From an optimization exercise on the open Yosys and OpenROAD flow, aimed at small area; shortcuts taken in it are not production practice.
In this exercise RTL edits were held to simulation tests only and were not proved equivalent to the original.
No activity file was given, so power comes from the tool's default toggle rates.

==> flow/design.v (excerpt) <==
module yolo_layer_top (
    input  logic               clk,
    input  logic               e203_rst_n,
    input  logic               i_start,
    input  logic               i_clr,
    input  logic               i_valid,
    input  yolo_pkg::beat_t    i_beat,
    input  yolo_pkg::rd_addr_t i_rd_addr,
    output logic               o_ready,
    output yolo_pkg::word_t    o_rd_data,
    output logic               o_done
);
Settings: LEC_CHECK=0, CAP_MARGIN=20, CORE_MARGIN=2, CORE_UTILIZATION=40, CTS_CLUSTER_DIAMETER=100, CTS_CLUSTER_SIZE=30, SLEW_MARGIN=20; clock period 5.0 ns.
standard.sh (not shown) runs the stock make flow with config.mk's settings and CLKGATE_MAP_FILE= SYNTH_SCRIPT=/design/flow/synth_recipe.tcl, a recipe that flattens the netlist after the stock synthesis.
==> flow/flow/run.sh <==
#!/bin/bash
# The standard layout, with the smallest buffer on each input and output port,
# and non-critical gates downsized after global routing (drivers of nets with
# six or more loads are left as repair_design sized them).
set -euo pipefail
bash standard.sh BUFFER_PORTS_ARGS="-buffer_cell sky130_fd_sc_hd__buf_1" RECOVER_POWER=100 \
  PRE_GLOBAL_ROUTE_TCL="$PWD/flow/protect.tcl" finish > standard_make.log 2>&1
==> flow/flow/protect.tcl <==
# Before global route: keep the drivers of high-fanout nets (the buffers that
# repair_design sized for slew) out of power recovery's downsizing.
set kept 0
foreach net [get_nets *] {
  set loads [get_pins -quiet -of_objects $net -filter "direction==input"]
  if {[llength $loads] >= 6} {
    foreach drv [get_pins -quiet -of_objects $net -filter "direction==output"] {
      set_dont_touch [get_cells -of_objects $drv]
      incr kept
    }
  }
}
puts "protect.tcl: kept $kept high-fanout drivers"
The starting point produced a clean layout.
Rerun with:
==> flow/flow/run.sh (replaced) <==
#!/bin/bash
# The standard layout, with the smallest buffer on each input and output port,
# and non-critical gates downsized after global routing.
set -euo pipefail
bash standard.sh BUFFER_PORTS_ARGS="-buffer_cell sky130_fd_sc_hd__buf_1" RECOVER_POWER=100 finish > standard_make.log 2>&1
removed: flow/flow/protect.tcl
Effect:
- The changed run finished with capacitance limit, slew limit left
- clock-buffer cell count stays the same
- global-route usage stays the same
- critical path depth fell by 7
- hold slack improved by 0.018 ns
- combinational power went down by a few percent
- setup slack is worse by 0.13 ns
- via count grows slightly
- area after synthesis is unchanged
- register-to-register slack gains 0.04 ns
- die area stays the same

Another version of the RTL of yolo_layer_top (not shown whole).
Size in the first run: roughly 690 cells after synthesis, about 280 flip-flops, ~110 I/O pins.
Settings: LEC_CHECK=0, CAP_MARGIN=20, CORE_MARGIN=2, CORE_UTILIZATION=40, CTS_CLUSTER_DIAMETER=100, CTS_CLUSTER_SIZE=30, SLEW_MARGIN=20; clock period 5.0 ns.
run.sh (not shown) runs the stock make flow with config.mk's settings and CLKGATE_MAP_FILE= SYNTH_SCRIPT=/design/flow/synth_recipe.tcl, a recipe that flattens the netlist after the stock synthesis.
Stock flow here: none of the scripts above is used.
The starting point finished with timing, DRC and antenna clean.
Then changed:
--- a/flow/config.mk
+++ b/flow/config.mk
@@ -8,5 +8,5 @@
 export CAP_MARGIN = 20
 export CORE_MARGIN = 2
-export CORE_UTILIZATION = 40
+export CORE_UTILIZATION = 60
 export CTS_CLUSTER_DIAMETER = 100
 export CTS_CLUSTER_SIZE = 30
Result:
- The new run finished clean
- global-route usage is higher by 7.2 points
- clock power barely changes
- via count rises slightly
- count of clock-buffer cells in the layout is unchanged
- total power is lower slightly
- worst setup slack improved by 0.022 ns
- register-to-register slack is better by 0.02 ns
- combinational power hardly moves
Then changed:
==> flow/flow/run.sh (new file) <==
#!/bin/bash
# The standard layout, with the smallest buffer on each input and output port.
set -euo pipefail
bash standard.sh BUFFER_PORTS_ARGS="-buffer_cell sky130_fd_sc_hd__buf_1" finish > standard_make.log 2>&1
==> flow/standard.sh (new file) <==
#!/bin/bash
# synth_recipe.tcl (not shown) runs the flow's synth.tcl, then flattens the netlist and writes it again
# the make line also repeats each setting of config.mk as NAME=value (left out here)
make -C /OpenROAD-flow-scripts/flow DESIGN_CONFIG=/design/flow/config.mk WORK_HOME=/design/flow/orfs CLKGATE_MAP_FILE= SYNTH_SCRIPT=/design/flow/synth_recipe.tcl "${@:-finish}"
--- a/flow/config.mk
+++ b/flow/config.mk
@@ -8,5 +8,5 @@
 export CAP_MARGIN = 20
 export CORE_MARGIN = 2
-export CORE_UTILIZATION = 60
+export CORE_UTILIZATION = 40
 export CTS_CLUSTER_DIAMETER = 100
 export CTS_CLUSTER_SIZE = 30
removed: flow/run.sh
Routed wire length increases by 3.2%; count of clock-buffer cells in the layout stays the same; combinational power went down by about 10%; total power drops by 3.0%.
Then changed:
==> flow/run.sh (new file) <==
#!/bin/bash
# synth_recipe.tcl (not shown) runs the flow's synth.tcl, then flattens the netlist and writes it again
# the make line also repeats each setting of config.mk as NAME=value (left out here)
make -C /OpenROAD-flow-scripts/flow DESIGN_CONFIG=/design/flow/config.mk WORK_HOME=/design/flow/orfs CLKGATE_MAP_FILE= SYNTH_SCRIPT=/design/flow/synth_recipe.tcl finish
--- a/flow/config.mk
+++ b/flow/config.mk
@@ -9,5 +9,6 @@
 export CORE_MARGIN = 2
 export CORE_UTILIZATION = 40
-export CTS_CLUSTER_DIAMETER = 100
-export CTS_CLUSTER_SIZE = 30
+export CTS_BUF_LIST = sky130_fd_sc_hd__clkbuf_8
+export CTS_CLUSTER_DIAMETER = 60
+export CTS_CLUSTER_SIZE = 20
 export SLEW_MARGIN = 20
removed: flow/flow/run.sh
removed: flow/standard.sh
After rerunning: The new run ran to the end with no violations; utilization increases by 2.1 points; cell count increases slightly; via count increases slightly; setup slack degrades by 0.21 ns; combinational power increases by roughly a tenth; global-route usage increases by 0.82 points; hold slack degrades by 0.057 ns; die area does not change; clock skew increases by 0.0097 ns; power increases by a few percent.

static timing again, ports no longer ideal:
Ports are ideal in the flow. The routed layouts listed here were re-timed in OpenROAD. Step 1: set_driving_cell puts a clkbuf_16 on clk and a buf_2 on each other input, an assumption about the parent block. Step 2 adds t to the input delays and takes it off the output delays; t is the mean of the earliest and latest rising clock arrival at the registers after step 1. Input paths then give back, and output paths get back, about the clock's delay inside the block. Slacks: no drivers / after step 1 / after step 2; pairs: no drivers / after step 1.
run	shift t [ns]	setup WS [ns]	worst register clock-pin slew, ns	pins driven straight from the clock port
the first run of note 1	0.523	0.770 / 0.784 / 0.261	0.12 / 0.12	1
the second run of note 1	0.524	0.643 / 0.657 / 0.132	0.12 / 0.12	1
the first run of note 2	0.520	0.759 / 0.771 / 0.251	0.11 / 0.11	1
the second run of note 2	0.512	0.781 / 0.796 / 0.284	0.11 / 0.11	1
the third run of note 2	0.518	1.025 / 1.009 / 0.490	0.11 / 0.11	1
the fourth run of note 2	0.582	0.811 / 0.819 / 0.237	0.12 / 0.12	1
The setup slack of the fourth run of note 2, which loses most, moves by +0.008 ns with the drivers and by -0.574 ns with both steps.
